Context: an optimization exercise on an open-source flow, tuned for small area, a short achievable clock period and few clock cycles per item. The choices shown serve that exercise and are no tape-out recipe. At most, simulation tests tie the RTL to the original design; equivalence was not proved. No functional check of the RTL was part of runs 2 to 5. No activity file was given, so power comes from the tool's default toggle rates.

<file path="flow/design.v">
package conv_pkg;
    localparam DATA_WIDTH = 8;
    localparam TAPS = 9;
    localparam IN_CHANNELS  = 3;
    localparam OUT_CHANNELS = 9;
    localparam PIXELS = TAPS * IN_CHANNELS;
    localparam PIX_W  = $clog2(PIXELS);
    localparam ACC_WIDTH = 21;
    localparam INPUT_CREDITS = 4;
    localparam OUTPUT_CREDITS = 4;
    localparam PIXEL_MAX = 2 ** DATA_WIDTH - 1;
    localparam IN_FIFO_W = DATA_WIDTH + 1;
endpackage
`timescale 1ns/1ps
module kernel_store (
    input  logic                                                       clk,
    input  logic                                                       rst_n,
    input  logic                                                       head_valid,
    input  logic                                                       head_is_weight,
    input  logic [conv_pkg::DATA_WIDTH-1:0]                            head_data,
    input  logic [conv_pkg::PIX_W-1:0]                                 phase,
    output logic                                                       kernel_pop,
    output logic [conv_pkg::OUT_CHANNELS*conv_pkg::DATA_WIDTH-1:0]     weights,
    output logic [conv_pkg::OUT_CHANNELS*conv_pkg::DATA_WIDTH-1:0]     biases
);
    localparam DW    = conv_pkg::DATA_WIDTH;
    localparam OC    = conv_pkg::OUT_CHANNELS;
    localparam IC    = conv_pkg::IN_CHANNELS;
    localparam TAPS  = conv_pkg::TAPS;
    localparam LEN   = conv_pkg::PIXELS;
    localparam PIX_W = conv_pkg::PIX_W;
    localparam ALIGN_BIAS  = OC - conv_pkg::INPUT_CREDITS;
    localparam ALIGN_PHASE = LEN - conv_pkg::INPUT_CREDITS;
    logic [$clog2(TAPS)-1:0] ld_tap;
    logic [$clog2(IC)-1:0]   ld_ic;
    logic [$clog2(OC)-1:0]   ld_oc;
    logic [PIX_W-1:0]        ld_slot;
    logic                    ld_bias;
    logic [$clog2(OC)-1:0]   ld_bidx;
    logic                    weight_pop;
    logic                    bias_pop;
    assign weight_pop = head_valid && head_is_weight && !ld_bias && (phase == ld_slot);
    assign bias_pop   = head_valid && head_is_weight && ld_bias &&
                        (ld_bidx != ALIGN_BIAS || phase == ALIGN_PHASE);
    assign kernel_pop = weight_pop || bias_pop;
    always_ff @(posedge clk or negedge rst_n) begin
        if (!rst_n) begin
            ld_tap  <= '0;
            ld_ic   <= '0;
            ld_oc   <= '0;
            ld_slot <= '0;
            ld_bias <= 1'b0;
            ld_bidx <= '0;
        end else if (weight_pop) begin
            if (ld_tap != TAPS - 1) begin
                ld_tap  <= ld_tap + 1'b1;
                ld_slot <= ld_slot + IC;
            end else begin
                ld_tap <= '0;
                if (ld_ic != IC - 1) begin
                    ld_ic   <= ld_ic + 1'b1;
                    ld_slot <= ld_ic + 1'b1;
                end else begin
                    ld_ic   <= '0;
                    ld_slot <= '0;
                    if (ld_oc != OC - 1) begin
                        ld_oc <= ld_oc + 1'b1;
                    end else begin
                        ld_oc   <= '0;
                        ld_bias <= 1'b1;
                    end
                end
            end
        end else if (bias_pop) begin
            if (ld_bidx != OC - 1) begin
                ld_bidx <= ld_bidx + 1'b1;
            end else begin
                ld_bidx <= '0;
                ld_bias <= 1'b0;
            end
        end
    end
    genvar g, s;
    generate
        for (g = 0; g < OC; g = g + 1) begin : g_loop
            logic [DW-1:0] ring [0:LEN-1];
            always_ff @(posedge clk) begin
                ring[0] <= (weight_pop && ld_oc == g) ? head_data : ring[LEN-1];
            end
            for (s = 1; s < LEN; s = s + 1) begin : g_stage
                always_ff @(posedge clk) begin
                    ring[s] <= ring[s-1];
                end
            end
            assign weights[g*DW +: DW] = ring[0];
            always_ff @(posedge clk) begin
                if (bias_pop && ld_bidx == g) begin
                    biases[g*DW +: DW] <= head_data;
                end
            end
        end
    endgenerate
endmodule
`timescale 1ns/1ps
module window_buffer (
    input  logic                            clk,
    input  logic                            rst_n,
    input  logic                            in_valid,
    input  logic [conv_pkg::DATA_WIDTH-1:0] in_data,
    input  logic                            in_is_weight,
    input  logic                            pop,
    output logic                            head_valid,
    output logic                            head_is_weight,
    output logic [conv_pkg::DATA_WIDTH-1:0] head_data,
    output logic                            in_credit
);
    localparam DEPTH = conv_pkg::INPUT_CREDITS;
    localparam W     = conv_pkg::IN_FIFO_W;
    localparam PTR_W = $clog2(DEPTH);
    localparam CNT_W = $clog2(DEPTH + 1);
    logic [W-1:0]     mem [0:DEPTH-1];
    logic [PTR_W-1:0] wr_ptr;
    logic [PTR_W-1:0] rd_ptr;
    logic [CNT_W-1:0] count;
    logic [W-1:0]     head;
    assign head           = mem[rd_ptr];
    assign head_valid     = (count != '0);
    assign head_is_weight = head[W-1];
    assign head_data      = head[W-2:0];
    always_ff @(posedge clk) begin
        if (in_valid) begin
            mem[wr_ptr] <= {in_is_weight, in_data};
        end
    end
    always_ff @(posedge clk or negedge rst_n) begin
        if (!rst_n) begin
            wr_ptr    <= '0;
            rd_ptr    <= '0;
            count     <= '0;
            in_credit <= 1'b0;
        end else begin
            if (in_valid) begin
                wr_ptr <= wr_ptr + 1'b1;
            end
            if (pop) begin
                rd_ptr <= rd_ptr + 1'b1;
            end
            count     <= count + in_valid - pop;
            in_credit <= pop;
        end
    end
endmodule
`timescale 1ns/1ps
module mac_array (
    input  logic                                                    clk,
    input  logic                                                    rst_n,
    input  logic                                                    head_valid,
    input  logic                                                    head_is_weight,
    input  logic [conv_pkg::DATA_WIDTH-1:0]                         head_data,
    input  logic [conv_pkg::PIX_W-1:0]                              phase,
    input  logic                                                    drain_free,
    input  logic [conv_pkg::OUT_CHANNELS*conv_pkg::DATA_WIDTH-1:0]  weights,
    input  logic [conv_pkg::OUT_CHANNELS*conv_pkg::DATA_WIDTH-1:0]  biases,
    output logic                                                    pixel_pop,
    output logic                                                    acc_done,
    output logic [conv_pkg::OUT_CHANNELS*conv_pkg::ACC_WIDTH-1:0]   acc
);
    localparam DW    = conv_pkg::DATA_WIDTH;
    localparam AW    = conv_pkg::ACC_WIDTH;
    localparam OC    = conv_pkg::OUT_CHANNELS;
    localparam LEN   = conv_pkg::PIXELS;
    localparam PIX_W = conv_pkg::PIX_W;
    logic [PIX_W-1:0] next_pixel;
    logic             last_pixel;
    logic [DW-1:0]    pixel_q;
    logic             first_q;
    logic             last_q;
    assign last_pixel = (next_pixel == LEN - 1);
    assign pixel_pop  = head_valid && !head_is_weight && (phase == next_pixel) &&
                        (!last_pixel || drain_free);
    always_ff @(posedge clk or negedge rst_n) begin
        if (!rst_n) begin
            next_pixel <= '0;
            first_q    <= 1'b0;
            last_q     <= 1'b0;
            acc_done   <= 1'b0;
        end else begin
            if (pixel_pop) begin
                next_pixel <= last_pixel ? '0 : next_pixel + 1'b1;
            end
            first_q  <= pixel_pop && (next_pixel == '0);
            last_q   <= pixel_pop && last_pixel;
            acc_done <= last_q;
        end
    end
    always_ff @(posedge clk) begin
        pixel_q <= pixel_pop ? head_data : '0;
    end
    genvar g;
    generate
        for (g = 0; g < OC; g = g + 1) begin : g_lane
            logic signed [AW-1:0] base;
            logic signed [2*DW:0] prod;
            assign base = first_q ? AW'($signed(biases[g*DW +: DW])) : $signed(acc[g*AW +: AW]);
            assign prod = $signed(weights[g*DW +: DW]) * $signed({1'b0, pixel_q});
            always_ff @(posedge clk) begin
                acc[g*AW +: AW] <= base + prod;
            end
        end
    endgenerate
endmodule
`timescale 1ns/1ps
module result_drain (
    input  logic                                                  clk,
    input  logic                                                  rst_n,
    input  logic                                                  acc_done,
    input  logic [conv_pkg::OUT_CHANNELS*conv_pkg::ACC_WIDTH-1:0] acc,
    input  logic                                                  out_credit,
    output logic                                                  drain_free,
    output logic                                                  out_valid,
    output logic [conv_pkg::DATA_WIDTH-1:0]                       out_data
);
    localparam DW   = conv_pkg::DATA_WIDTH;
    localparam AW   = conv_pkg::ACC_WIDTH;
    localparam OC   = conv_pkg::OUT_CHANNELS;
    localparam CH_W = $clog2(OC);
    localparam CR_W = $clog2(conv_pkg::OUTPUT_CREDITS + 1);
    logic [DW-1:0]   result [0:OC-1];
    logic            holding;
    logic [CH_W-1:0] send_ch;
    logic [CR_W-1:0] credits;
    logic            send;
    assign send       = holding && (credits != '0);
    assign drain_free = !holding;
    genvar g;
    generate
        for (g = 0; g < OC; g = g + 1) begin : g_clamp
            logic signed [AW-1:0] sum;
            assign sum = $signed(acc[g*AW +: AW]);
            always_ff @(posedge clk) begin
                if (acc_done) begin
                    result[g] <= sum[AW-1] ? {DW{1'b0}} :
                                 (|sum[AW-2:DW]) ? {DW{1'b1}} : sum[DW-1:0];
                end
            end
        end
    endgenerate
    always_ff @(posedge clk) begin
        out_data <= result[send_ch];
    end
    always_ff @(posedge clk or negedge rst_n) begin
        if (!rst_n) begin
            holding   <= 1'b0;
            send_ch   <= '0;
            credits   <= conv_pkg::OUTPUT_CREDITS;
            out_valid <= 1'b0;
        end else begin
            credits   <= credits + out_credit - send;
            out_valid <= send;
            if (acc_done) begin
                holding <= 1'b1;
                send_ch <= '0;
            end else if (send) begin
                if (send_ch == OC - 1) begin
                    holding <= 1'b0;
                    send_ch <= '0;
                end else begin
                    send_ch <= send_ch + 1'b1;
                end
            end
        end
    end
endmodule
`timescale 1ns/1ps
module conv_engine_top (
    input  logic                            clk,
    input  logic                            rst_n,
    input  logic                            in_valid,
    input  logic [conv_pkg::DATA_WIDTH-1:0] in_data,
    input  logic                            in_is_weight,
    input  logic                            out_credit,
    output logic                            in_credit,
    output logic                            out_valid,
    output logic [conv_pkg::DATA_WIDTH-1:0] out_data
);
    localparam DW    = conv_pkg::DATA_WIDTH;
    localparam AW    = conv_pkg::ACC_WIDTH;
    localparam OC    = conv_pkg::OUT_CHANNELS;
    localparam LEN   = conv_pkg::PIXELS;
    localparam PIX_W = conv_pkg::PIX_W;
    logic                 head_valid;
    logic                 head_is_weight;
    logic [DW-1:0]        head_data;
    logic                 kernel_pop;
    logic                 pixel_pop;
    logic [PIX_W-1:0]     phase;
    logic [OC*DW-1:0]     weights;
    logic [OC*DW-1:0]     biases;
    logic                 drain_free;
    logic                 acc_done;
    logic [OC*AW-1:0]     acc;
    always_ff @(posedge clk or negedge rst_n) begin
        if (!rst_n) begin
            phase <= '0;
        end else begin
            phase <= (phase == LEN - 1) ? '0 : phase + 1'b1;
        end
    end
    window_buffer u_fifo (
        .clk           (clk),
        .rst_n         (rst_n),
        .in_valid      (in_valid),
        .in_data       (in_data),
        .in_is_weight  (in_is_weight),
        .pop           (kernel_pop || pixel_pop),
        .head_valid    (head_valid),
        .head_is_weight(head_is_weight),
        .head_data     (head_data),
        .in_credit     (in_credit)
    );
    kernel_store u_kernel_store (
        .clk           (clk),
        .rst_n         (rst_n),
        .head_valid    (head_valid),
        .head_is_weight(head_is_weight),
        .head_data     (head_data),
        .phase         (phase),
        .kernel_pop    (kernel_pop),
        .weights       (weights),
        .biases        (biases)
    );
    mac_array u_mac_array (
        .clk           (clk),
        .rst_n         (rst_n),
        .head_valid    (head_valid),
        .head_is_weight(head_is_weight),
        .head_data     (head_data),
        .phase         (phase),
        .drain_free    (drain_free),
        .weights       (weights),
        .biases        (biases),
        .pixel_pop     (pixel_pop),
        .acc_done      (acc_done),
        .acc           (acc)
    );
    result_drain u_result_drain (
        .clk        (clk),
        .rst_n      (rst_n),
        .acc_done   (acc_done),
        .acc        (acc),
        .out_credit (out_credit),
        .drain_free (drain_free),
        .out_valid  (out_valid),
        .out_data   (out_data)
    );
endmodule
</file>
<file path="flow/config.mk">
export PLATFORM = sky130hd
export DESIGN_NAME = conv_engine_top
export DESIGN_NICKNAME = conv_engine_top
export VERILOG_FILES = /design/flow/design.v
export SDC_FILE = /design/flow/constraint.sdc
export NUM_CORES = 4
export LEC_CHECK = 0
export CAP_MARGIN = 20
export CORE_MARGIN = 2
export CORE_UTILIZATION = 40
export SETUP_SLACK_MARGIN = 0.5
export SLEW_MARGIN = 20
</file>
<file path="flow/constraint.sdc">
create_clock -name core_clock -period 13.0 [get_ports {clk}]
set_input_delay 2.6000 -clock core_clock [delete_from_list [all_inputs] [get_ports {clk}]]
set_output_delay 2.6000 -clock core_clock [all_outputs]
set_load 0.01 [all_outputs]
</file>
<file path="flow/run.sh">
#!/bin/bash
# synth_recipe.tcl (not shown) runs the flow's synth.tcl, then flattens the netlist and writes it again
# the make line also repeats each setting of config.mk as NAME=value (left out here)
make -C /OpenROAD-flow-scripts/flow DESIGN_CONFIG=/design/flow/config.mk WORK_HOME=/design/flow/orfs CLKGATE_MAP_FILE= SYNTH_SCRIPT=/design/flow/synth_recipe.tcl finish
</file>
==> impl_metrics.toml, run 1 <==
[cts]
insertion_delay_ps = 850
hold_buffers = 0
post_cts_buffers = 0
cts_root_buf = "clkbuf_16"
numCtsBuffers = 220
cts_tree = "built"
clk_pin_slew_ps = 60
cts_htree_levels = 4
cts_resized = 0
clockBufferDepth = 3
clock-sinks = 2379

[yosys]
yosysWarningCount = 15
ys_ff_latch = 2379
syn_inst = 6254
muxShareOfSynthArea_pct = 2.38
yosysSeqAreaShare_pct = 60.6
synth_area_mm2 = 0.0820
synth.distinct_cells = 70
synth-xor-area-share_pct = 1.88
synthesis.nets = 7341
yosys.area_share.simple_pct = 6.08
synth-compound-area-share_pct = 4.41
synth_top_family_by_area = "adder cells"
syn_area_per_cell_um2 = 13.1
synth_fa_ha_area_share_pct = 20.7
synth-edff-count = 180
synth_ff_type = "dfxtp_1"
ys_async_sr_fraction_pct = 2.10

[route]
drc = 0
vias = 42400
dr.first_iter.drc_count = 2321
post_drt_via_cell_ratio = 4.58
detail-route-antenna-nets = 0
wirelength_met1_mm = 71.6
detail_route.wl_per_cell_um = 16.2
met3WireLength_mm = 6.82
dr_wl_met2_mm = 67.4
highest_layer = "met4"
routed_wl_mm = 150
drt_first_pass_iters = 8

[place]
hpwlAfterDp_mm = 97.6
gp_congestion = 0.820
port_buffers = 22

[sta]
fin_crit_ps = 6960
whs_ps = 269
clock_skew_ps = 69.8
setup_viol = 0
rsz0062_at_grt = "no"
hold_violations = 0
period_share_pct = 53.6
max_clock_freq_mhz = 144
fin_setup_tns_ps = 0
tightest_slew_ps = 1160
slew_violations = 0
slew_headroom_pct = 22.5

[setup_path]
required_ps = 13690
cp_common_cell = "fa_1"
max_stage_delay_ps = 810
arrival_ps = 7650
cp-start-kind = "flop"
critPathMaxFanout = 111
path_class = "reg2reg"
cp_slowest_cell = "dfrtp_4"
path_cells = "buf_12 > buf_4 > mux2i_1 > fa_1 > inv_1 > fa_1 > inv_1 > fa_1 > inv_1 > fa_1 > fa_1 > ha_1 > a21oi_1 > o21a_1 > o311ai_0 > a221o_1 > a21oi_1 > xnor2_1"
cp-end-kind = "flop"

[die]
die-area_mm2 = 0.209
dieHeight_um = 457
core-area_mm2 = 0.204
start_util_pct = 40.2
rows = 166
io_pins = 23
dieWidth_um = 457

[pwr]
power.density_mw_per_mm2 = 182
ir_drop_v = 0.000167
p_leak_nw = 41.6

[final_layout]
final_net_count = 7445
drive_gt1_share_pct = 8.10
synthToLayoutAreaGrowth_pct = 13.7

[outcome]
status = "timing/DRC/antenna clean"

[global_routing]
grtUsageTotal_pct = 14.6
antenna_found_initial = 12
overflow = 0
grt_max_degree = 112
grt_pass1_vias = 44300
grt_pass1_wl_mm = 242

[job]
maxCapViolCount = 0

[worst_hold_path]
hold_path.class = "reg2reg"
## Yosys cell counts (12+ instances only)
master | n | area share, %
nor3_1 | 43 | 0.26
xor2_1 | 43 | 0.46
and3_1 | 20 | 0.15
fa_1 | 470 | 11
o21a_1 | 13 | 0.12
nor2b_1 | 21 | 0.16
a211oi_1 | 21 | 0.19
o21bai_1 | 31 | 0.28
nor2_1 | 152 | 0.70
and2_1 | 309 | 2.4
nand2_1 | 295 | 1.3
buf_1 | 33 | 0.15
a21oi_1 | 190 | 1.2
dfrtp_1 | 49 | 1.5
nor4_1 | 31 | 0.24
nand4_1 | 12 | 0.092
dfxtp_1 | 2149 | 52
a31oi_1 | 20 | 0.15
o21ai_0 | 190 | 1.2
inv_1 | 707 | 3.2
mux2_2 | 77 | 1.1
clkbuf_1 | 131 | 0.60
a22oi_1 | 18 | 0.16
mux2i_1 | 84 | 1.0
xnor2_1 | 133 | 1.4
nand3_1 | 19 | 0.12
ha_1 | 604 | 9.2
a21o_1 | 45 | 0.41
nand2b_1 | 32 | 0.24
edfxtp_1 | 180 | 6.6
## report_power, final
part | switching (W) | total, W | internal, W | leakage (nW)
Combinational | 0.00132 | 0.00211 | 0.000794 | 18.1
Clock | 0.00281 | 0.00677 | 0.00396 | 3.92
Sequential | 0.000233 | 0.00805 | 0.00782 | 19.6
Total | 0.00436 | 0.0169 | 0.0126 | 41.6
## logic make-up after synthesis
logic type | Yosys count
adder cells (fa/ha/maj) | 1074
AO/OA/AOI/OAI | 603
flip-flops | 2379
AND/OR/NAND/NOR | 974
buffers and inverters | 874
multiplexers | 174
XOR/XNOR | 176
## layout by cell type, fill, tap and decap left out, types with 21 or more instances in the layout
cell	count
mux2_2	77
dfrtp_1	47
clkdlybuf4s50_1	21
buf_4	26
mux2i_1	84
xnor2_1	133
a211oi_1	21
o21ai_0	190
a21o_1	45
nor2_1	152
o21bai_1	31
inv_1	707
nor2b_1	21
clkbuf_1	32
edfxtp_1	180
a21oi_1	190
nor4_1	30
nor3_1	42
clkbuf_16	226
ha_1	604
and2_1	309
nand2_1	295
fa_1	470
clkbuf_8	56
nand2b_1	32
dfxtp_1	2141
xor2_1	43
clkinv_2	33
## registers in the layout (all words and copies together) (netlist names), 2 cells and up
signal,flops
u_kernel_store.g_loop.ring,1944
u_mac_array.acc,189
u_kernel_store.biases,72
u_result_drain.result,72
u_fifo.mem,36
u_mac_array.pixel_q,8
u_result_drain.out_data,8
phase,5
u_kernel_store.ld_slot,5
u_mac_array.next_pixel,5
u_kernel_store.ld_bidx,4
u_kernel_store.ld_oc,4
u_kernel_store.ld_tap,4
u_result_drain.send_ch,4
u_fifo.count,3
u_result_drain.credits,3
u_fifo.rd_ptr,2
u_fifo.wr_ptr,2
u_kernel_store.ld_ic,2
## metal layers
layer / up-vias / global-route usage, %
met1: 20900 / 20.4
met5: - / 0
li1: 20400 / -
met2: 819 / 22.9
met3: 255 / 2.69
met4: 0 / 4.84
## path summary, 6_finish.rpt
path	from	end	slack (ps)	cells after the start
hold / removal	u_kernel_store.g_loop[0].ring[10][4]$_DFF_P_	u_kernel_store.g_loop[0].ring[11][4]$_DFF_P_	270	0
setup / recovery	u_mac_array.first_q$_DFF_PN0_	u_mac_array.acc[125]$_DFF_P_	6040	18
min in group asynchronous	rst_n	u_fifo.wr_ptr[1]$_DFFE_PN0P_	1890	2
max in group asynchronous	rst_n	u_mac_array.first_q$_DFF_PN0_	10560	2
setup reg to reg	u_mac_array.first_q$_DFF_PN0_	u_mac_array.acc[125]$_DFF_P_	6040	18
hold reg to reg	u_kernel_store.g_loop[0].ring[10][4]$_DFF_P_	u_kernel_store.g_loop[0].ring[11][4]$_DFF_P_	270	0
## cell type report
cell class,instances,area [µm²]
fill,18200,111000
sequential,2379,49700
tap,2688,3360
antenna,10,25.0
clock buffer,314,6550
multi-input combinational,3001,29100
timing repair buffer,49,430
clock inverter,102,1470
inverter,707,2650
## through the flow
step	utilization, %	cells	setup slack [ps]	area [µm²]	total power, W
finish	45.7	9250	6040	93300	0.0169
global route	45.7	9241	5530	93200	0.0178
CTS	45.7	9240	6010	93200	0.0172
detailed placement	41.7	8824	6060	85200	0.0103
global placement	41.7	8824	6110	85200	0.0103
floorplan	-	6254	6820	82000	0.00958
## critical path, delay by kind of cell (launching register included)
family | cells | cell delay, ps
XOR/XNOR | 1 | 120
adder cells (fa/ha/maj) | 6 | 2800
multiplexers | 1 | 230
buffers and inverters | 5 | 1350
flip-flops | 1 | 810
AO/OA/AOI/OAI | 5 | 1350
Testbench counts, summed over its fixed seeds: cycles 8,752, windows 320.
==> inputs of run 2 (changes only) <==
--- a/flow/design.v
+++ b/flow/design.v
@@ -175,6 +175,7 @@
     logic [DW-1:0]    pixel_q;
     logic             first_q;
     logic             last_q;
+    localparam logic [AW-1:0] SEXT_K = AW'(-((1 << 9) + (1 << 11) + (1 << 13) + (1 << 15)));
     assign last_pixel = (next_pixel == LEN - 1);
     assign pixel_pop  = head_valid && !head_is_weight && (phase == next_pixel) &&
                         (!last_pixel || drain_free);
@@ -199,12 +200,37 @@
     genvar g;
     generate
         for (g = 0; g < OC; g = g + 1) begin : g_lane
-            logic signed [AW-1:0] base;
-            logic signed [2*DW:0] prod;
-            assign base = first_q ? AW'($signed(biases[g*DW +: DW])) : $signed(acc[g*AW +: AW]);
-            assign prod = $signed(weights[g*DW +: DW]) * $signed({1'b0, pixel_q});
+            logic [AW-1:0] base;
+            logic [DW-1:0] w;
+            logic [AW-1:0] pp [0:3];
+            logic [3:0]    neg;
+            assign w    = weights[g*DW +: DW];
+            assign base = first_q ? {{(AW-DW){biases[g*DW+DW-1]}}, biases[g*DW +: DW]} : acc[g*AW +: AW];
+            for (genvar j = 0; j < 4; j = j + 1) begin : g_pp
+                logic lo, one, two;
+                logic [DW:0] mag;
+                logic [DW:0] row;
+                assign lo  = (j == 0) ? 1'b0 : w[2*j-1];
+                assign one = w[2*j] ^ lo;
+                assign two = (w[2*j+1] & ~w[2*j] & ~lo) | (~w[2*j+1] & w[2*j] & lo);
+                assign neg[j] = w[2*j+1];
+                assign mag = ({(DW+1){one}} & {1'b0, pixel_q}) | ({(DW+1){two}} & {pixel_q, 1'b0});
+                assign row = mag ^ {(DW+1){neg[j]}};
+                assign pp[j] = AW'({~neg[j], row}) << (2*j);
+            end
+            logic [AW-1:0] nk;
+            assign nk = SEXT_K | {neg[3], 1'b0, neg[2], 1'b0, neg[1], 1'b0, neg[0]};
+            logic [AW-1:0] s1a, c1a, s1b, c1b, s2, c2, s3, c3;
+            assign s1a = pp[0] ^ pp[1] ^ pp[2];
+            assign c1a = ((pp[0] & pp[1]) | (pp[0] & pp[2]) | (pp[1] & pp[2])) << 1;
+            assign s1b = pp[3] ^ nk ^ base;
+            assign c1b = ((pp[3] & nk) | (pp[3] & base) | (nk & base)) << 1;
+            assign s2  = s1a ^ c1a ^ s1b;
+            assign c2  = ((s1a & c1a) | (s1a & s1b) | (c1a & s1b)) << 1;
+            assign s3  = s2 ^ c2 ^ c1b;
+            assign c3  = ((s2 & c2) | (s2 & c1b) | (c2 & c1b)) << 1;
             always_ff @(posedge clk) begin
-                acc[g*AW +: AW] <= base + prod;
+                acc[g*AW +: AW] <= s3 + c3;
             end
         end
     endgenerate
==> run 2 against run 1 <==
Clock skew is 5.4 ps higher; clock-buffer cell count down 6; sequential share of layout area grew 0.28 points; setup slack better by 890 ps; sequential power increased by 2%; synthesized cell count up 14%; cell area shrank 0.49%; maximum frequency up 15%; utilization fell by 0.22 points; routed wire length up 14%; clock power about the same; critical path type unchanged; highest routed layer is now met5.
==> impl_metrics.toml, run 2 <==
[final_layout]
drive_gt1_share_pct = 6.96
n_fill_cell = 18500
final_net_count = 7768
layout_commonest_cell = "dfxtp_1"
top_register = "u_kernel_store.g_loop.ring"
largest_reg_flops = 1944
final_cells = 9957
seq_area_mm2 = 0.0497
layout_common_cells = "2141 x dfxtp_1, 733 x inv_1, 461 x nor2_1"
synthToLayoutAreaGrowth_pct = 13.1
final_util_pct = 45.5
largest_registers = "u_kernel_store.g_loop.ring (1944), u_mac_array.acc (189)"
design_area_mm2 = 0.0928
multiInputGateArea_mm2 = 0.0282

[place]
hpwlAfterDp_mm = 112
port_buffers = 22
dpl.cell_count = 9519
gp_congestion = 0.890
dpl_cell_area_mm2 = 0.0847

[sta]
slew_violations = 0
period_share_pct = 46.7
hold_violations = 0
fin_crit_ps = 6070
setup_viol = 0
fin_setup_tns_ps = 0
whs_ps = 289
rsz0062_at_grt = "no"
slew_headroom_pct = 24.7
tightest_slew_ps = 1120
clock_skew_ps = 75.2
max_clock_freq_mhz = 165

[die]
dieWidth_um = 457
core-area_mm2 = 0.204
die-area_mm2 = 0.209
dieHeight_um = 457
rows = 166
io_pins = 23
start_util_pct = 40.2

[worst_hold_path]
hold_path.class = "reg2reg"

[route]
dr.first_iter.drc_count = 3674
post_drt_via_cell_ratio = 4.89
drt_first_pass_iters = 6
vias = 48700
detail-route-antenna-nets = 0
detail_route.wl_per_cell_um = 17.1
drc = 0
routed_wl_mm = 170

[global_routing]
antenna_found_initial = 14
grt_max_degree = 78
grt_pass1_vias = 47600
grt_pass1_wl_mm = 268
overflow = 0
grtUsageTotal_pct = 16.2

[cts]
hold_buffers = 0
insertion_delay_ps = 910
cts_root_buf = "clkbuf_16"
post_cts_buffers = 0
clockBufferDepth = 3
clk_pin_slew_ps = 60
cts_resized = 0
numCtsBuffers = 226
clock-sinks = 2379
cts_htree_levels = 4
cts_tree = "built"

[yosys]
ys_ff_latch = 2379
yosysWarningCount = 24
synth_area_leaders = "dfxtp_1 52%, ha_1 6.7%, edfxtp_1 6.6%, fa_1 6.2%, inv_1 3.4%"
syn_inst = 7107
synth_area_mm2 = 0.0820
ys_async_sr_fraction_pct = 2.10
synth-edff-count = 180
synth_ff_type = "dfxtp_1"
synth.top_cell.area_share_pct = 52.4
yosysMostFrequentCell = "dfxtp_1"
synth_common_cells = "2149 x dfxtp_1, 740 x inv_1, 461 x nor2_1"
synth.distinct_cells = 83
synthesis.nets = 7816
yosysTopAreaCell = "dfxtp_1"
syn_area_per_cell_um2 = 11.5
yosysSeqAreaShare_pct = 60.6

[pwr]
switching_power_w = 0.00626
p_comb_share_pct = 26.5
power.density_mw_per_mm2 = 220
pwr-share-clk_pct = 33.3
switching_share_pct = 30.7
seqPwrFrac_pct = 40.2
ir_drop_v = 0.000142
p_leak_nw = 38.9
intPower_w = 0.0142

[setup_path]
rr_endpoint = "u_mac_array.acc[186]$_DFF_P_"
path_class = "reg2reg"
crit_start = "u_mac_array.pixel_q[7]$_SDFF_PN0_"
critPathMaxFanout = 60
arrival_ps = 6890
cp-start-kind = "flop"
reg2reg_from = "u_mac_array.pixel_q[7]$_SDFF_PN0_"
reg2regPathDepth = 18
reg2reg_slack_ps = 6930
timing.critical_path.to = "u_mac_array.acc[186]$_DFF_P_"
cp-end-kind = "flop"
required_ps = 13820

[job]
maxCapViolCount = 0

[outcome]
status = "timing/DRC/antenna clean"
## run 2: changes by cell type after synthesis, sizes merged, moves of 70 or more
cell    before  now
nor2       152  461
and2       309   65
fa         470  254
a21oi      190  398
ha         604  442
clkbuf     131  289
a211oi      21  178
a221oi       6  155
o21ai      190  279
mux2        81    5
nand2      303  373
## run 2: final cells by class
cell class | instances | area share, %
Inverter | 745 | 3.01
Tap cell | 2688 | 3.62
Clock inverter | 118 | 1.55
Multi-Input combinational cell | 3629 | 30.4
Antenna cell | 12 | 0.0324
Clock buffer | 308 | 7.11
Sequential cell | 2379 | 53.6
Timing Repair Buffer | 78 | 0.685
## run 2: power groups by stage
stage / clock network [W] / logic [W] / registers (W)
global placement: 0 / 0.00524 / 0.00836
CTS: 0.00699 / 0.00542 / 0.00820
floorplan: 0 / 0.00410 / 0.00822
detailed placement: 0 / 0.00537 / 0.00836
global route: 0.00728 / 0.00611 / 0.00825
finish: 0.00680 / 0.00541 / 0.00820
## run 2: layer usage
| layer | share of wire [%] | vias to the layer above | global-route usage [%] | routed length [µm] |
|---|---|---|---|---|
| met2 | 44 | 1289 | 25.1 | 74900 |
| met5 | 0.0053 | - | 0 | 9 |
| li1 | - | 23700 | - | - |
| met1 | 47 | 23400 | 22.7 | 79800 |
| met3 | 6.4 | 275 | 3.12 | 11000 |
| met4 | 2.6 | 2 | 5.61 | 4470 |
## run 2: metrics by stage
step / power [W] / setup slack (ps)
after floorplan: 0.0123 / 8020
after CTS: 0.0206 / 7050
after detailed placement: 0.0137 / 7070
final: 0.0204 / 6930
after global placement: 0.0136 / 7040
after global routing: 0.0216 / 6660
## run 2: cells by family after synthesis
| group | share of synthesized area [%] |
|---|---|
| compound gates | 11.2 |
| xor+xnor | 2.84 |
| fa+ha+maj | 13.2 |
| buf+inv | 5.05 |
| flops | 60.6 |
| mux | 0.816 |
| simple gates | 6.32 |
## run 2: worst max-delay path, stage by stage, from the launching register on
cell and delay [ps]:
dfxtp_4 700, buf_4 670, buf_4 450, maj3_1 230
o22ai_1 70, a21oi_1 220, fa_1 440, inv_1 90
fa_1 420, fa_1 490, inv_1 40, ha_1 350
a21o_1 210, a21o_1 180, a21o_1 170, a22oi_1 370
o22ai_1 210, or4_1 420, nand3_1 70
## run 2: worst min-delay path by stage
stage / start / endpoint / slack (ps) / cells past startpoint
final: u_kernel_store.g_loop[7].ring[3][5]$_DFF_P_ / u_kernel_store.g_loop[7].ring[4][5]$_DFF_P_ / 290 / 0
after global routing: u_kernel_store.g_loop[6].ring[15][1]$_DFF_P_ / u_kernel_store.g_loop[6].ring[16][1]$_DFF_P_ / 290 / 0
after CTS: u_kernel_store.g_loop[7].ring[3][5]$_DFF_P_ / u_kernel_store.g_loop[7].ring[4][5]$_DFF_P_ / 290 / 0
after detailed placement: u_kernel_store.g_loop[0].ring[6][3]$_DFF_P_ / u_kernel_store.g_loop[0].ring[7][3]$_DFF_P_ / 310 / 0
after global placement: u_kernel_store.g_loop[4].ring[11][5]$_DFF_P_ / u_kernel_store.g_loop[4].ring[12][5]$_DFF_P_ / 310 / 0
after floorplan: u_kernel_store.g_loop[0].ring[9][0]$_DFF_P_ / u_kernel_store.g_loop[0].ring[10][0]$_DFF_P_ / 310 / 0
==> inputs of run 3 (changes only) <==
--- a/flow/design.v
+++ b/flow/design.v
@@ -173,15 +173,16 @@
     logic [PIX_W-1:0] next_pixel;
     logic             last_pixel;
     logic [DW-1:0]    pixel_q;
+    logic             valid_q;
     logic             first_q;
     logic             last_q;
-    localparam logic [AW-1:0] SEXT_K = AW'(-((1 << 9) + (1 << 11) + (1 << 13) + (1 << 15)));
     assign last_pixel = (next_pixel == LEN - 1);
     assign pixel_pop  = head_valid && !head_is_weight && (phase == next_pixel) &&
                         (!last_pixel || drain_free);
     always_ff @(posedge clk or negedge rst_n) begin
         if (!rst_n) begin
             next_pixel <= '0;
+            valid_q    <= 1'b0;
             first_q    <= 1'b0;
             last_q     <= 1'b0;
             acc_done   <= 1'b0;
@@ -189,6 +190,7 @@
             if (pixel_pop) begin
                 next_pixel <= last_pixel ? '0 : next_pixel + 1'b1;
             end
+            valid_q  <= pixel_pop;
             first_q  <= pixel_pop && (next_pixel == '0);
             last_q   <= pixel_pop && last_pixel;
             acc_done <= last_q;
@@ -197,41 +199,53 @@
     always_ff @(posedge clk) begin
         pixel_q <= pixel_pop ? head_data : '0;
     end
+    localparam logic [AW-1:0] WINDOW_K = AW'(-LEN * ((1 << 9) + (1 << 11) + (1 << 13) + (1 << 15)));
     genvar g;
     generate
         for (g = 0; g < OC; g = g + 1) begin : g_lane
-            logic [AW-1:0] base;
             logic [DW-1:0] w;
+            logic [DW-1:0] b;
+            logic [AW-1:0] start;
+            logic [AW-1:0] sum_q;
+            logic [AW-1:0] carry_q;
+            logic [AW-1:0] sum_in;
+            logic [AW-1:0] carry_in;
             logic [AW-1:0] pp [0:3];
-            logic [3:0]    neg;
-            assign w    = weights[g*DW +: DW];
-            assign base = first_q ? {{(AW-DW){biases[g*DW+DW-1]}}, biases[g*DW +: DW]} : acc[g*AW +: AW];
+            logic [AW-1:0] negs;
+            assign w     = weights[g*DW +: DW];
+            assign b     = biases[g*DW +: DW];
+            assign start = AW'({{(AW-DW){b[DW-1]}}, b}) + WINDOW_K;
             for (genvar j = 0; j < 4; j = j + 1) begin : g_pp
-                logic lo, one, two;
+                logic lo, one, two, neg;
                 logic [DW:0] mag;
-                logic [DW:0] row;
                 assign lo  = (j == 0) ? 1'b0 : w[2*j-1];
                 assign one = w[2*j] ^ lo;
                 assign two = (w[2*j+1] & ~w[2*j] & ~lo) | (~w[2*j+1] & w[2*j] & lo);
-                assign neg[j] = w[2*j+1];
+                assign neg = w[2*j+1] & valid_q;
                 assign mag = ({(DW+1){one}} & {1'b0, pixel_q}) | ({(DW+1){two}} & {pixel_q, 1'b0});
-                assign row = mag ^ {(DW+1){neg[j]}};
-                assign pp[j] = AW'({~neg[j], row}) << (2*j);
+                assign pp[j] = AW'({valid_q & ~neg, mag ^ {(DW+1){neg}}}) << (2*j);
+                assign negs[2*j]   = neg;
+                assign negs[2*j+1] = 1'b0;
             end
-            logic [AW-1:0] nk;
-            assign nk = SEXT_K | {neg[3], 1'b0, neg[2], 1'b0, neg[1], 1'b0, neg[0]};
-            logic [AW-1:0] s1a, c1a, s1b, c1b, s2, c2, s3, c3;
+            assign negs[AW-1:8] = '0;
+            assign sum_in   = first_q ? start : sum_q;
+            assign carry_in = first_q ? '0 : carry_q;
+            logic [AW-1:0] s1a, c1a, s1b, c1b, s2, c2, s3, c3, s4, c4;
             assign s1a = pp[0] ^ pp[1] ^ pp[2];
             assign c1a = ((pp[0] & pp[1]) | (pp[0] & pp[2]) | (pp[1] & pp[2])) << 1;
-            assign s1b = pp[3] ^ nk ^ base;
-            assign c1b = ((pp[3] & nk) | (pp[3] & base) | (nk & base)) << 1;
+            assign s1b = pp[3] ^ negs ^ sum_in;
+            assign c1b = ((pp[3] & negs) | (pp[3] & sum_in) | (negs & sum_in)) << 1;
             assign s2  = s1a ^ c1a ^ s1b;
             assign c2  = ((s1a & c1a) | (s1a & s1b) | (c1a & s1b)) << 1;
             assign s3  = s2 ^ c2 ^ c1b;
             assign c3  = ((s2 & c2) | (s2 & c1b) | (c2 & c1b)) << 1;
+            assign s4  = s3 ^ c3 ^ carry_in;
+            assign c4  = ((s3 & c3) | (s3 & carry_in) | (c3 & carry_in)) << 1;
             always_ff @(posedge clk) begin
-                acc[g*AW +: AW] <= s3 + c3;
+                sum_q   <= s4;
+                carry_q <= c4;
             end
+            assign acc[g*AW +: AW] = sum_q + carry_q;
         end
     endgenerate
 endmodule
==> run 3 against run 2 <==
Still clean; utilization shrank 0.27 points; die area grew 12%; register-to-register slack better by 610 ps; synthesized area grew 12%; worst hold slack got worse by 20 ps; total power is 10% lower; combinational power shrank about 50%; non-clock buffer count rose by 15.
==> impl_metrics.toml, run 3 <==
[yosys]
synthesis.nets = 8702
syn_area_per_cell_um2 = 11.7
syn_inst = 7867
synth-edff-count = 180
synth_common_cells = "2311 x dfxtp_1, 599 x o21ai_0, 597 x inv_1"
yosysWarningCount = 24
synth.distinct_cells = 97
yosysMostFrequentCell = "dfxtp_1"
synth_ff_type = "dfxtp_1"
ys_async_sr_fraction_pct = 2.01
synth_area_mm2 = 0.0919
synth.top_cell.area_share_pct = 50.4
ys_ff_latch = 2542
yosysSeqAreaShare_pct = 57.6
yosysTopAreaCell = "dfxtp_1"
synth_area_leaders = "dfxtp_1 50%, fa_1 8.5%, ha_1 5.9%, edfxtp_1 5.9%, o21ai_0 3.3%"

[final_layout]
synthToLayoutAreaGrowth_pct = 12.1
largest_registers = "u_kernel_store.g_loop.ring (1944), u_mac_array.g_lane.sum_q (189), u_mac_array.g_lane.carry_q (162)"
drive_gt1_share_pct = 8.55
largest_reg_flops = 1944
final_cells = 11000
final_net_count = 8594
layout_common_cells = "2303 x dfxtp_1, 594 x inv_1, 591 x o21ai_0"
layout_commonest_cell = "dfxtp_1"
top_register = "u_kernel_store.g_loop.ring"

[die]
io_pins = 23
dieHeight_um = 483
dieWidth_um = 483
core-area_mm2 = 0.228
rows = 175
die-area_mm2 = 0.234
start_util_pct = 40.3

[pwr]
intPower_w = 0.0134
power_w = 0.0183
p_leak_nw = 44.1
seqPwrFrac_pct = 46.7
switching_power_w = 0.00492
switching_share_pct = 26.9
power.density_mw_per_mm2 = 178
pwr-share-clk_pct = 38.5
ir_drop_v = 0.000133
p_comb_share_pct = 14.8

[setup_path]
critPathBufInv = 6
path_class = "reg2reg"
reg2regPathDepth = 13
path_cells = "buf_4 > buf_4 > nand2_1 > inv_1 > nor2_1 > a222oi_1 > inv_1 > fa_1 > inv_1 > fa_1 > inv_1 > fa_1 > fa_1"
required_ps = 13750
cp_num_cells = 13
cp-end-kind = "flop"
cp_slowest_cell = "buf_4"
critPathMaxFanout = 101
cp-start-kind = "flop"
max_stage_delay_ps = 820
arrival_ps = 6210
path_delay_family = "adder cells"

[cts]
numCtsBuffers = 228
cts_tree = "built"
insertion_delay_ps = 870
clk_pin_slew_ps = 70
clock-sinks = 2542
cts_htree_levels = 4
clockBufferDepth = 3
hold_buffers = 0
cts_root_buf = "clkbuf_16"
post_cts_buffers = 0
cts_resized = 0

[sta]
fin_setup_tns_ps = 0
period_share_pct = 42.0
max_clock_freq_mhz = 183
setup_ws_ps = 7540
hold_violations = 0
slew_headroom_pct = 18.6
clock_skew_ps = 67.2
fin_crit_ps = 5460
slew_violations = 0
setup_viol = 0
rsz0062_at_grt = "no"
tightest_slew_ps = 1210

[route]
detail_route.wl_per_cell_um = 18.4
dr.first_iter.drc_count = 5727
vias = 56600
detail-route-antenna-nets = 0
routed_wl_mm = 202
post_drt_via_cell_ratio = 5.16
drt_first_pass_iters = 13
drc = 0

[global_routing]
grt_max_degree = 128
antenna_found_initial = 22
overflow = 0
grt_pass1_wl_mm = 313
grtUsageTotal_pct = 16.9
grt_pass1_vias = 54500

[place]
dpl.cell_count = 10500
port_buffers = 22
dp_slack_ps = 7720
hpwlAfterDp_mm = 131
gp_congestion = 0.879

[worst_hold_path]
hold_path.class = "reg2reg"
hold_depth = 0

[outcome]
status = "timing/DRC/antenna clean"

[job]
maxCapViolCount = 0
## run 3: changes by cell type after synthesis, moves of 143 or more
cell,delta
inv_1,-143
nor2b_1,+233
o21ai_0,+344
a21oi_1,-209
a221oi_1,-147
dfxtp_1,+162
## run 3: routing by layer
metal	part of all wire, %	vias to the layer above	global-route usage (%)
li1	-	26800	-
met1	46	27400	23.9
met2	43	1977	25.4
met3	7.0	388	3.26
met4	3.4	0	6.54
met5	0	-	0
## run 3: kinds of logic after synthesis
| family | synth area share [%] |
|---|---|
| buffers and inverters | 4.26 |
| multiplexers | 1.63 |
| adder cells (fa/ha/maj) | 14.4 |
| XOR/XNOR | 1.53 |
| AND/OR/NAND/NOR | 8.10 |
| flip-flops | 57.6 |
| AO/OA/AOI/OAI | 12.5 |
## run 3: stage by stage
stage / hold slack, ps / instance area, µm² / util [%]
floorplan: 310 / 91900 / -
global placement: 310 / 94800 / 41.6
detailed placement: 312 / 94800 / 41.6
CTS: 269 / 103000 / 45.2
global route: 280 / 103000 / 45.2
finish: 269 / 103000 / 45.2
## run 3: final timing paths
path                                                                   start                                      endpoint  slack [ps]
worst min register to register  u_kernel_store.g_loop[8].ring[20][4]$_DFF_P_  u_kernel_store.g_loop[8].ring[21][4]$_DFF_P_         270
worst min-delay path            u_kernel_store.g_loop[8].ring[20][4]$_DFF_P_  u_kernel_store.g_loop[8].ring[21][4]$_DFF_P_         270
min in group asynchronous                                              rst_n            u_result_drain.out_valid$_DFF_PN0_        1840
worst max-delay path                           u_mac_array.valid_q$_DFF_PN0_        u_mac_array.g_lane[6].sum_q[7]$_DFF_P_        7540
worst max register to register                 u_mac_array.valid_q$_DFF_PN0_        u_mac_array.g_lane[6].sum_q[7]$_DFF_P_        7540
max in group asynchronous                                              rst_n                 u_mac_array.first_q$_DFF_PN0_       10450
## run 3: area by class of cell
cell class	count	area (µm²)
fillers	20600	125000
flip-flops and latches	2542	53000
multi-input cells	4286	35000
clock buffers	296	6410
well taps	3009	3760
inverters	608	2280
clock inverters	130	1740
repair buffers	93	793
diodes	11	27.5
## run 3: power groups by stage
stage	logic, W	registers, W	clock network [W]
6_report	0.00271	0.00855	0.00706
5_1_grt	0.00303	0.00859	0.00756
4_1_cts	0.00271	0.00855	0.00724
3_5_place_dp	0.00269	0.00872	0
3_3_place_gp	0.00262	0.00872	0
2_1_floorplan	0.00184	0.00863	0
==> inputs of run 4 (changes only) <==
--- a/flow/design.v
+++ b/flow/design.v
@@ -92,7 +92,7 @@
                     ring[s] <= ring[s-1];
                 end
             end
-            assign weights[g*DW +: DW] = ring[0];
+            assign weights[g*DW +: DW] = ring[g];
             always_ff @(posedge clk) begin
                 if (bias_pop && ld_bidx == g) begin
                     biases[g*DW +: DW] <= head_data;
@@ -162,7 +162,7 @@
     input  logic [conv_pkg::OUT_CHANNELS*conv_pkg::DATA_WIDTH-1:0]  weights,
     input  logic [conv_pkg::OUT_CHANNELS*conv_pkg::DATA_WIDTH-1:0]  biases,
     output logic                                                    pixel_pop,
-    output logic                                                    acc_done,
+    output logic [conv_pkg::OUT_CHANNELS-1:0]                       acc_done,
     output logic [conv_pkg::OUT_CHANNELS*conv_pkg::ACC_WIDTH-1:0]   acc
 );
     localparam DW    = conv_pkg::DATA_WIDTH;
@@ -172,80 +172,84 @@
     localparam PIX_W = conv_pkg::PIX_W;
     logic [PIX_W-1:0] next_pixel;
     logic             last_pixel;
-    logic [DW-1:0]    pixel_q;
-    logic             valid_q;
-    logic             first_q;
-    logic             last_q;
+    logic [DW-1:0]    pixel_q [0:OC-1];
+    logic [OC-1:0]    valid_q;
+    logic [OC-1:0]    first_q;
+    logic [OC-1:0]    last_q;
+    logic [OC-1:0]    first_qq;
+    logic [OC-1:0]    last_qq;
     assign last_pixel = (next_pixel == LEN - 1);
     assign pixel_pop  = head_valid && !head_is_weight && (phase == next_pixel) &&
                         (!last_pixel || drain_free);
     always_ff @(posedge clk or negedge rst_n) begin
         if (!rst_n) begin
             next_pixel <= '0;
-            valid_q    <= 1'b0;
-            first_q    <= 1'b0;
-            last_q     <= 1'b0;
-            acc_done   <= 1'b0;
+            valid_q    <= '0;
+            first_q    <= '0;
+            last_q     <= '0;
+            first_qq   <= '0;
+            last_qq    <= '0;
+            acc_done   <= '0;
         end else begin
             if (pixel_pop) begin
                 next_pixel <= last_pixel ? '0 : next_pixel + 1'b1;
             end
-            valid_q  <= pixel_pop;
-            first_q  <= pixel_pop && (next_pixel == '0);
-            last_q   <= pixel_pop && last_pixel;
-            acc_done <= last_q;
+            valid_q  <= {valid_q[OC-2:0], pixel_pop};
+            first_q  <= {first_q[OC-2:0], pixel_pop && (next_pixel == '0)};
+            last_q   <= {last_q[OC-2:0], pixel_pop && last_pixel};
+            first_qq <= first_q;
+            last_qq  <= last_q;
+            acc_done <= last_qq;
         end
     end
     always_ff @(posedge clk) begin
-        pixel_q <= pixel_pop ? head_data : '0;
+        pixel_q[0] <= pixel_pop ? head_data : '0;
+        for (int l = 1; l < OC; l = l + 1) begin
+            pixel_q[l] <= pixel_q[l-1];
+        end
     end
-    localparam logic [AW-1:0] WINDOW_K = AW'(-LEN * ((1 << 9) + (1 << 11) + (1 << 13) + (1 << 15)));
+    localparam logic [AW-1:0] WINDOW_K = AW'(-LEN * ((1 << 15) - (1 << 7)));
+    localparam PW = 2 * DW;
     genvar g;
     generate
         for (g = 0; g < OC; g = g + 1) begin : g_lane
             logic [DW-1:0] w;
+            logic [DW-1:0] p;
             logic [DW-1:0] b;
-            logic [AW-1:0] start;
-            logic [AW-1:0] sum_q;
-            logic [AW-1:0] carry_q;
-            logic [AW-1:0] sum_in;
-            logic [AW-1:0] carry_in;
-            logic [AW-1:0] pp [0:3];
-            logic [AW-1:0] negs;
-            assign w     = weights[g*DW +: DW];
-            assign b     = biases[g*DW +: DW];
-            assign start = AW'({{(AW-DW){b[DW-1]}}, b}) + WINDOW_K;
-            for (genvar j = 0; j < 4; j = j + 1) begin : g_pp
-                logic lo, one, two, neg;
-                logic [DW:0] mag;
-                assign lo  = (j == 0) ? 1'b0 : w[2*j-1];
-                assign one = w[2*j] ^ lo;
-                assign two = (w[2*j+1] & ~w[2*j] & ~lo) | (~w[2*j+1] & w[2*j] & lo);
-                assign neg = w[2*j+1] & valid_q;
-                assign mag = ({(DW+1){one}} & {1'b0, pixel_q}) | ({(DW+1){two}} & {pixel_q, 1'b0});
-                assign pp[j] = AW'({valid_q & ~neg, mag ^ {(DW+1){neg}}}) << (2*j);
-                assign negs[2*j]   = neg;
-                assign negs[2*j+1] = 1'b0;
-            end
-            assign negs[AW-1:8] = '0;
-            assign sum_in   = first_q ? start : sum_q;
-            assign carry_in = first_q ? '0 : carry_q;
-            logic [AW-1:0] s1a, c1a, s1b, c1b, s2, c2, s3, c3, s4, c4;
-            assign s1a = pp[0] ^ pp[1] ^ pp[2];
-            assign c1a = ((pp[0] & pp[1]) | (pp[0] & pp[2]) | (pp[1] & pp[2])) << 1;
-            assign s1b = pp[3] ^ negs ^ sum_in;
-            assign c1b = ((pp[3] & negs) | (pp[3] & sum_in) | (negs & sum_in)) << 1;
-            assign s2  = s1a ^ c1a ^ s1b;
-            assign c2  = ((s1a & c1a) | (s1a & s1b) | (c1a & s1b)) << 1;
-            assign s3  = s2 ^ c2 ^ c1b;
-            assign c3  = ((s2 & c2) | (s2 & c1b) | (c2 & c1b)) << 1;
-            assign s4  = s3 ^ c3 ^ carry_in;
-            assign c4  = ((s3 & c3) | (s3 & carry_in) | (c3 & carry_in)) << 1;
+            logic [PW-1:0] r [0:DW-1];
+            logic [PW-1:0] prod_s;
+            logic [PW-1:0] prod_c;
+            logic [AW-1:0] base;
+            assign w = weights[g*DW +: DW];
+            assign p = pixel_q[g];
+            assign b = biases[g*DW +: DW];
+            for (genvar i = 0; i < DW; i = i + 1) begin : g_row
+                assign r[i] = PW'({valid_q[g] & ~(p[i] & w[DW-1]), {(DW-1){p[i]}} & w[DW-2:0]}) << i;
+            end
+            logic [PW-1:0] a0, b0, a1, b1, c0, d0, c1, d1, e0, f0, s4, c4;
+            assign a0 = r[0] ^ r[1] ^ r[2];
+            assign b0 = ((r[0] & r[1]) | (r[0] & r[2]) | (r[1] & r[2])) << 1;
+            assign a1 = r[3] ^ r[4] ^ r[5];
+            assign b1 = ((r[3] & r[4]) | (r[3] & r[5]) | (r[4] & r[5])) << 1;
+            assign c0 = a0 ^ b0 ^ a1;
+            assign d0 = ((a0 & b0) | (a0 & a1) | (b0 & a1)) << 1;
+            assign c1 = b1 ^ r[6] ^ r[7];
+            assign d1 = ((b1 & r[6]) | (b1 & r[7]) | (r[6] & r[7])) << 1;
+            assign e0 = c0 ^ d0 ^ c1;
+            assign f0 = ((c0 & d0) | (c0 & c1) | (d0 & c1)) << 1;
+            assign s4 = e0 ^ f0 ^ d1;
+            assign c4 = ((e0 & f0) | (e0 & d1) | (f0 & d1)) << 1;
+            always_ff @(posedge clk) begin
+                prod_s <= s4;
+                prod_c <= c4;
+            end
+            assign base = first_qq[g] ? AW'({{(AW-DW){b[DW-1]}}, b}) + WINDOW_K : acc[g*AW +: AW];
+            logic [AW-1:0] ts, tc;
+            assign ts = base ^ AW'(prod_s) ^ AW'(prod_c);
+            assign tc = ((base & AW'(prod_s)) | (base & AW'(prod_c)) | (AW'(prod_s) & AW'(prod_c))) << 1;
             always_ff @(posedge clk) begin
-                sum_q   <= s4;
-                carry_q <= c4;
+                acc[g*AW +: AW] <= ts + tc;
             end
-            assign acc[g*AW +: AW] = sum_q + carry_q;
         end
     endgenerate
 endmodule
@@ -253,7 +257,7 @@
 module result_drain (
     input  logic                                                  clk,
     input  logic                                                  rst_n,
-    input  logic                                                  acc_done,
+    input  logic [conv_pkg::OUT_CHANNELS-1:0]                     acc_done,
     input  logic [conv_pkg::OUT_CHANNELS*conv_pkg::ACC_WIDTH-1:0] acc,
     input  logic                                                  out_credit,
     output logic                                                  drain_free,
@@ -278,7 +282,7 @@
             logic signed [AW-1:0] sum;
             assign sum = $signed(acc[g*AW +: AW]);
             always_ff @(posedge clk) begin
-                if (acc_done) begin
+                if (acc_done[g]) begin
                     result[g] <= sum[AW-1] ? {DW{1'b0}} :
                                  (|sum[AW-2:DW]) ? {DW{1'b1}} : sum[DW-1:0];
                 end
@@ -297,7 +301,7 @@
         end else begin
             credits   <= credits + out_credit - send;
             out_valid <= send;
-            if (acc_done) begin
+            if (acc_done[0]) begin
                 holding <= 1'b1;
                 send_ch <= '0;
             end else if (send) begin
@@ -337,7 +341,7 @@
     logic [OC*DW-1:0]     weights;
     logic [OC*DW-1:0]     biases;
     logic                 drain_free;
-    logic                 acc_done;
+    logic [OC-1:0]        acc_done;
     logic [OC*AW-1:0]     acc;
     always_ff @(posedge clk or negedge rst_n) begin
         if (!rst_n) begin
==> run 4 against run 3 <==
Synthesized area shrank 7.6%; sequential power grew 3.7%; sequential share of layout area rose by 6.3 points; critical path type is now reg2out; highest routed layer unchanged; cell count decreased by 13%; die area shrank 7.5%; routed wire length fell by 26%; still clean; critical path depth fell by 12; clock skew is 9.6 ps higher; global-route usage shrank 2.9 points.
==> impl_metrics.toml, run 4 <==
[outcome]
status = "timing/DRC/antenna clean"

[die]
dieHeight_um = 465
dieWidth_um = 465
rows = 169
start_util_pct = 40.1
io_pins = 23
core-area_mm2 = 0.211
die-area_mm2 = 0.216

[yosys]
syn_inst = 6340
yosysMostFrequentCell = "dfxtp_1"
synthesis.nets = 7157
synth_area_leaders = "dfxtp_1 58%, fa_1 10%, edfxtp_1 6.4%, ha_1 5.3%, inv_1 3.0%"
yosysTopAreaCell = "dfxtp_1"
syn_area_per_cell_um2 = 13.4
ys_async_sr_fraction_pct = 2.85
synth.top_cell.area_share_pct = 57.7
synth-edff-count = 180
synth.distinct_cells = 80
synth_common_cells = "2447 x dfxtp_1, 674 x inv_1, 503 x nand2_1"
yosysWarningCount = 25
yosysSeqAreaShare_pct = 66.3
synth_ff_type = "dfxtp_1"
ys_ff_latch = 2704
synth_area_mm2 = 0.0849

[cts]
clockBufferDepth = 4
cts_htree_levels = 5
insertion_delay_ps = 920
post_cts_buffers = 0
numCtsBuffers = 278
clock-sinks = 2704
cts_root_buf = "clkbuf_16"
clk_pin_slew_ps = 60
cts_tree = "built"
hold_buffers = 0
cts_resized = 0

[setup_path]
reg2regPathDepth = 10
critPathMaxFanout = 1
path_cells = "clkdlybuf4s50_1"
path_delay_family = "buffers and inverters"
cp_num_cells = 1
required_ps = 10400
cp_slowest_cell = "clkdlybuf4s50_1"
cp-start-kind = "flop"
cp-end-kind = "output pin"
max_stage_delay_ps = 590
path_class = "reg2out"
critPathBufInv = 1
arrival_ps = 1960

[sta]
fin_setup_tns_ps = 0
clock_skew_ps = 76.8
rsz0062_at_grt = "no"
fin_crit_ps = 4560
slew_violations = 0
period_share_pct = 35.1
max_clock_freq_mhz = 219
tightest_slew_ps = 963
slew_headroom_pct = 35.8
setup_viol = 0
hold_violations = 0

[route]
routed_wl_mm = 150
drt_first_pass_iters = 6
met3WireLength_mm = 8.51
vias = 43100
highest_layer = "met4"
detail_route.wl_per_cell_um = 15.6
wirelength_met1_mm = 70.2
dr_wl_met2_mm = 65.7
post_drt_via_cell_ratio = 4.49
dr.first_iter.drc_count = 2355
drc = 0
detail-route-antenna-nets = 0

[final_layout]
largest_reg_flops = 1944
layout_common_cells = "2447 x dfxtp_1, 674 x inv_1, 503 x nand2_1"
final_net_count = 7373
layout_commonest_cell = "dfxtp_1"
final_cells = 9589
design_area_mm2 = 0.0976
top_register = "u_kernel_store.g_loop.ring"
largest_registers = "u_kernel_store.g_loop.ring (1944), u_mac_array.acc (189), u_mac_array.g_lane.prod_s (135)"
drive_gt1_share_pct = 8.51
synthToLayoutAreaGrowth_pct = 15.0

[global_routing]
grt_max_degree = 56
overflow = 0
grt_pass1_wl_mm = 240
antenna_found_initial = 17
grtUsageTotal_pct = 14.0
grt_pass1_vias = 44100

[place]
dpl.cell_count = 9097
gp_congestion = 0.841
dpl_cell_area_mm2 = 0.0884
port_buffers = 22
hpwlAfterDp_mm = 98.3

[worst_hold_path]
hold_depth = 0
hold_path.class = "reg2reg"

[job]
maxCapViolCount = 0

[pwr]
power.density_mw_per_mm2 = 185
p_leak_nw = 41.5
ir_drop_v = 0.000187
## run 4: changes by cell type after synthesis, moves of 72 or more
cell / previous run / this run
dfxtp_1: 2311 / 2447
nor2b_1: 263 / 31
inv_1: 597 / 674
nor2_1: 349 / 137
o21ai_0: 599 / 158
nand2_1: 387 / 503
ha_1: 433 / 361
and2_1: 31 / 230
a22o_1: 144 / 6
a222oi_1: 141 / 6
o221ai_1: 83 / 2
clkbuf_1: 393 / 87
## run 4: final timing paths
kind / slack [ps] / startpoint / end
worst min-delay path: 250 / u_kernel_store.g_loop[2].ring[9][3]$_DFF_P_ / u_kernel_store.g_loop[2].ring[10][3]$_DFF_P_
worst max register to register: 8820 / u_mac_array.first_qq[3]$_DFF_PN0_ / u_mac_array.acc[82]$_DFF_P_
max in group asynchronous: 10220 / rst_n / u_mac_array.valid_q[0]$_DFF_PN0_
worst max-delay path: 8440 / u_fifo.in_credit$_DFF_PN0_ / in_credit
min in group asynchronous: 1610 / rst_n / u_fifo.wr_ptr[1]$_DFFE_PN0P_
worst min register to register: 250 / u_kernel_store.g_loop[2].ring[9][3]$_DFF_P_ / u_kernel_store.g_loop[2].ring[10][3]$_DFF_P_
## run 4: layer usage
layer / vias to the layer above / global-route usage, %
met4: 0 / 5.85
met3: 320 / 2.78
met1: 21000 / 19.2
met5: - / 0
li1: 20800 / -
met2: 940 / 21.6
## run 4: layout make-up
cell class / instances / area (µm²)
clock inverter: 100 / 1180
clock buffer: 383 / 8020
tap: 2821 / 3530
antenna: 9 / 22.5
timing repair buffer: 33 / 300
sequential: 2704 / 56300
fill: 18600 / 114000
inverter: 675 / 2530
multi-input combinational: 2864 / 25700
## run 4: cell families (layout without fill, tap and decap cells)
kind of cell	after synthesis	after routing	share of synthesized area, %
flip-flops	2704	2704	66.3
AND/OR/NAND/NOR	1145	1145	6.55
adder cells (fa/ha/maj)	804	804	15.8
buffers and inverters	772	1191	3.42
AO/OA/AOI/OAI	670	670	4.97
XOR/XNOR	141	141	1.45
multiplexers	104	104	1.48
other	0	9	0
## run 4: power by group
| part | internal, W | leakage [nW] | switching (W) |
|---|---|---|---|
| Clock | 0.00478 | 4.51 | 0.00308 |
| Combinational | 0.000467 | 14.6 | 0.000887 |
| Sequential | 0.00869 | 22.4 | 0.000175 |
| Total | 0.0139 | 41.5 | 0.00415 |
## run 4: metrics by stage
stage / power, W / hold WS [ps] / worst slack [ps] / utilization [%]
detailed placement: 0.0104 / 312 / 8710 / 41.8
global placement: 0.0104 / 310 / 8720 / 41.8
CTS: 0.0183 / 242 / 8280 / 46.1
floorplan: 0.00986 / 310 / 9420 / -
finish: 0.0181 / 250 / 8440 / 46.2
global route: 0.0188 / 235 / 8330 / 46.1
## run 4: worst reg2reg max path, cell delays in order (launching register included)
cell,delay (ps)
dfrtp_1,840
o21ai_0,230
ha_1,310
ha_1,240
fa_1,490
a211o_1,320
a2111oi_0,630
o31ai_1,270
a31oi_1,280
o21ai_0,210
a31o_2,240
==> inputs of run 5 (changes only) <==
--- a/flow/config.mk
+++ b/flow/config.mk
@@ -8,5 +8,7 @@
 export CAP_MARGIN = 20
 export CORE_MARGIN = 2
 export CORE_UTILIZATION = 40
+export CTS_CLUSTER_DIAMETER = 80
+export CTS_CLUSTER_SIZE = 35
 export SETUP_SLACK_MARGIN = 0.5
 export SLEW_MARGIN = 20
==> run 5 against run 4 <==
Sequential share of layout area is 3.2 points higher; setup slack improved by 130 ps; via count decreased by 3.1%; die area stayed put; clock-buffer cell count fell by 261; non-clock buffer count unchanged; cell count decreased by 3.1%; register-to-register slack better by 20 ps; sequential power is essentially flat; maximum frequency increased by 3.0%.
==> impl_metrics.toml, run 5 <==
[yosys]
synth.top_cell.area_share_pct = 57.7
syn_inst = 6340
yosysMostFrequentCell = "dfxtp_1"
synth_area_leaders = "dfxtp_1 58%, fa_1 10%, edfxtp_1 6.4%, ha_1 5.3%, inv_1 3.0%"
synth_ff_type = "dfxtp_1"
synth_common_cells = "2447 x dfxtp_1, 674 x inv_1, 503 x nand2_1"
synth_top_family_by_area = "adder cells"
ys_async_sr_fraction_pct = 2.85
syn_area_per_cell_um2 = 13.4
synth-xor-area-share_pct = 1.45
yosysTopAreaCell = "dfxtp_1"
ys_ff_latch = 2704
yosysSeqAreaShare_pct = 66.3
synth_area_mm2 = 0.0849
synth-edff-count = 180
synth-compound-area-share_pct = 4.97
yosysWarningCount = 25
synthesis.nets = 7157
synth_fa_ha_area_share_pct = 15.8
yosys.area_share.simple_pct = 6.55
muxShareOfSynthArea_pct = 1.48
synth.distinct_cells = 80

[route]
post_drt_via_cell_ratio = 4.50
met3WireLength_mm = 6.60
drc = 0
detail-route-antenna-nets = 0
vias = 41800
detail_route.wl_per_cell_um = 15.6
dr.first_iter.drc_count = 2529
wirelength_met1_mm = 70.3
drt_first_pass_iters = 7
highest_layer = "met5"
routed_wl_mm = 145
dr_wl_met2_mm = 63.6

[worst_hold_path]
hold_path.class = "reg2reg"
hold_start = "u_kernel_store.g_loop[5].ring[11][6]$_DFF_P_"
hold_depth = 0
worstHoldEndpoint = "u_kernel_store.g_loop[5].ring[12][6]$_DFF_P_"

[setup_path]
critPathBufInv = 1
reg2reg_from = "u_mac_array.first_qq[3]$_DFF_PN0_"
rr_endpoint = "u_mac_array.acc[82]$_DFF_P_"
path_cells = "clkdlybuf4s50_1"
cp-end-kind = "output pin"
max_stage_delay_ps = 580
cp_slowest_cell = "clkdlybuf4s50_1"
path_delay_family = "buffers and inverters"
path_class = "reg2out"
reg2regPathDepth = 10
arrival_ps = 1830
critPathMaxFanout = 1
reg2reg_slack_ps = 8840
cp-start-kind = "flop"
required_ps = 10400

[sta]
slew_headroom_pct = 33.2
max_clock_freq_mhz = 226
period_share_pct = 34.1
slew_violations = 0
clock_skew_ps = 43.8
hold_violations = 0
tightest_slew_ps = 1000
fin_crit_ps = 4430
fin_setup_tns_ps = 0
setup_viol = 0
rsz0062_at_grt = "no"

[final_layout]
layout_commonest_cell = "dfxtp_1"
largest_registers = "u_kernel_store.g_loop.ring (1944), u_mac_array.acc (189), u_mac_array.g_lane.prod_s (135)"
top_register = "u_kernel_store.g_loop.ring"
synthToLayoutAreaGrowth_pct = 8.89
final_util_pct = 43.7
drive_gt1_share_pct = 5.12
layout_common_cells = "2447 x dfxtp_1, 674 x inv_1, 503 x nand2_1"
final_net_count = 7208
largest_reg_flops = 1944

[global_routing]
grt_pass1_vias = 41900
grt_pass1_wl_mm = 231
grtUsageTotal_pct = 13.5
grt_max_degree = 56
antenna_found_initial = 17
overflow = 0

[cts]
clk_pin_slew_ps = 120
post_cts_buffers = 0
clock-sinks = 2704
numCtsBuffers = 113
insertion_delay_ps = 790
cts_root_buf = "clkbuf_16"
cts_resized = 0
clockBufferDepth = 3
cts_tree = "built"
cts_htree_levels = 3
hold_buffers = 0

[pwr]
intPower_w = 0.0110
power.density_mw_per_mm2 = 160
seqPwrFrac_pct = 59.9
switching_power_w = 0.00383
switching_share_pct = 25.9
p_comb_share_pct = 9.1
p_leak_nw = 38.9
ir_drop_v = 0.000183
pwr-share-clk_pct = 31.0

[die]
rows = 169
dieHeight_um = 465
core-area_mm2 = 0.211
dieWidth_um = 465
io_pins = 23
start_util_pct = 40.1
die-area_mm2 = 0.216

[place]
port_buffers = 22
gp_congestion = 0.841
hpwlAfterDp_mm = 98.3

[job]
maxCapViolCount = 0

[outcome]
status = "timing/DRC/antenna clean"
run 5: cell counts after synthesis:
Identical to the previous run, type by type.
run 5: final cells by class:
class / instances / area [µm²]
Clock inverter: 65 / 1140
Sequential cell: 2704 / 56300
Tap cell: 2821 / 3530
Timing Repair Buffer: 33 / 300
Clock buffer: 122 / 2900
Inverter: 675 / 2530
Antenna cell: 8 / 20.0
Fill cell: 19100 / 119000
Multi-Input combinational cell: 2864 / 25700
run 5: kinds of logic (layout without fill, tap and decap cells):
family                   Yosys count  in the layout
AO/OA/AOI/OAI                    670            670
XOR/XNOR                         141            141
adder cells (fa/ha/maj)          804            804
buffers and inverters            772            895
flip-flops                      2704           2704
multiplexers                     104            104
other                              0              8
AND/OR/NAND/NOR                 1145           1145
run 5: metal layers:
| layer | global-route usage, % | up-vias |
|---|---|---|
| met5 | 0 | - |
| met1 | 19.1 | 20500 |
| met3 | 2.05 | 205 |
| met4 | 4.75 | 2 |
| li1 | - | 20300 |
| met2 | 20.9 | 742 |
run 5: power groups by stage:
stage	logic (W)	registers, W	clock network (W)
2_1_floorplan	0.000886	0.00897	0
4_1_cts	0.00139	0.00886	0.00474
6_report	0.00135	0.00886	0.00458
5_1_grt	0.00152	0.00890	0.00504
3_3_place_gp	0.00136	0.00904	0
3_5_place_dp	0.00139	0.00905	0
run 5: stage by stage:
stage	setup WS [ps]	instance area, µm²	hold WS, ps	total power, W	std cells
after global routing	8430	92400	285	0.0155	9286
after floorplan	9420	84900	310	0.00986	6340
after detailed placement	8710	88400	312	0.0104	9097
final	8570	92400	291	0.0148	9292
after CTS	8380	92400	293	0.0150	9284
after global placement	8720	88400	310	0.0104	9097
run 5: how the worst max path moves through the flow:
stage                                from                         to  slack [ps]  cells past startpoint
2_1_floorplan                    in_valid  u_fifo.count[2]$_DFF_PN0_        9420                      4
3_3_place_gp                     in_valid  u_fifo.count[2]$_DFF_PN0_        8720                      5
3_5_place_dp                     in_valid  u_fifo.count[2]$_DFF_PN0_        8710                      5
4_1_cts        u_fifo.in_credit$_DFF_PN0_                  in_credit        8380                      1
5_1_grt        u_fifo.in_credit$_DFF_PN0_                  in_credit        8430                      1
6_report       u_fifo.in_credit$_DFF_PN0_                  in_credit        8570                      1

## what the ideal ports hide
Ports are ideal in the flow. The routed layouts listed here were re-timed in OpenROAD.
Step 1, drivers: a clkbuf_16 drives clk and a buf_2 each remaining input, both assumed.
Step 2, shift: input delay + t, output delay - t, t = (earliest + latest rising clock arrival at the registers) / 2. This alone moves slack from input paths to output paths.
a / b / c = ideal / step 1 / step 2; a / b = the first two.
| run | t (ns) | setup WS [ns] | worst setup path at the end | worst register clock-pin slew, ns | worst data-port slew with drivers (ns) |
|---|---|---|---|---|---|
| run 1 | 0.906 | 6.038 / 6.038 / 6.038 | register to register | 0.07 / 0.07 | 0.05 |
| run 2 | 0.953 | 6.929 / 6.929 / 6.929 | register to register | 0.07 / 0.07 | 0.15 |
| run 3 | 0.934 | 7.543 / 7.543 / 7.543 | register to register | 0.07 / 0.07 | 0.04 |
| run 4 | 0.958 | 8.437 / 8.354 / 8.717 | input to register | 0.07 / 0.07 | 0.06 |
| run 5 | 0.849 | 8.571 / 8.488 / 8.726 | input to register | 0.12 / 0.12 | 0.06 |
After both steps every run listed still meets setup and hold.
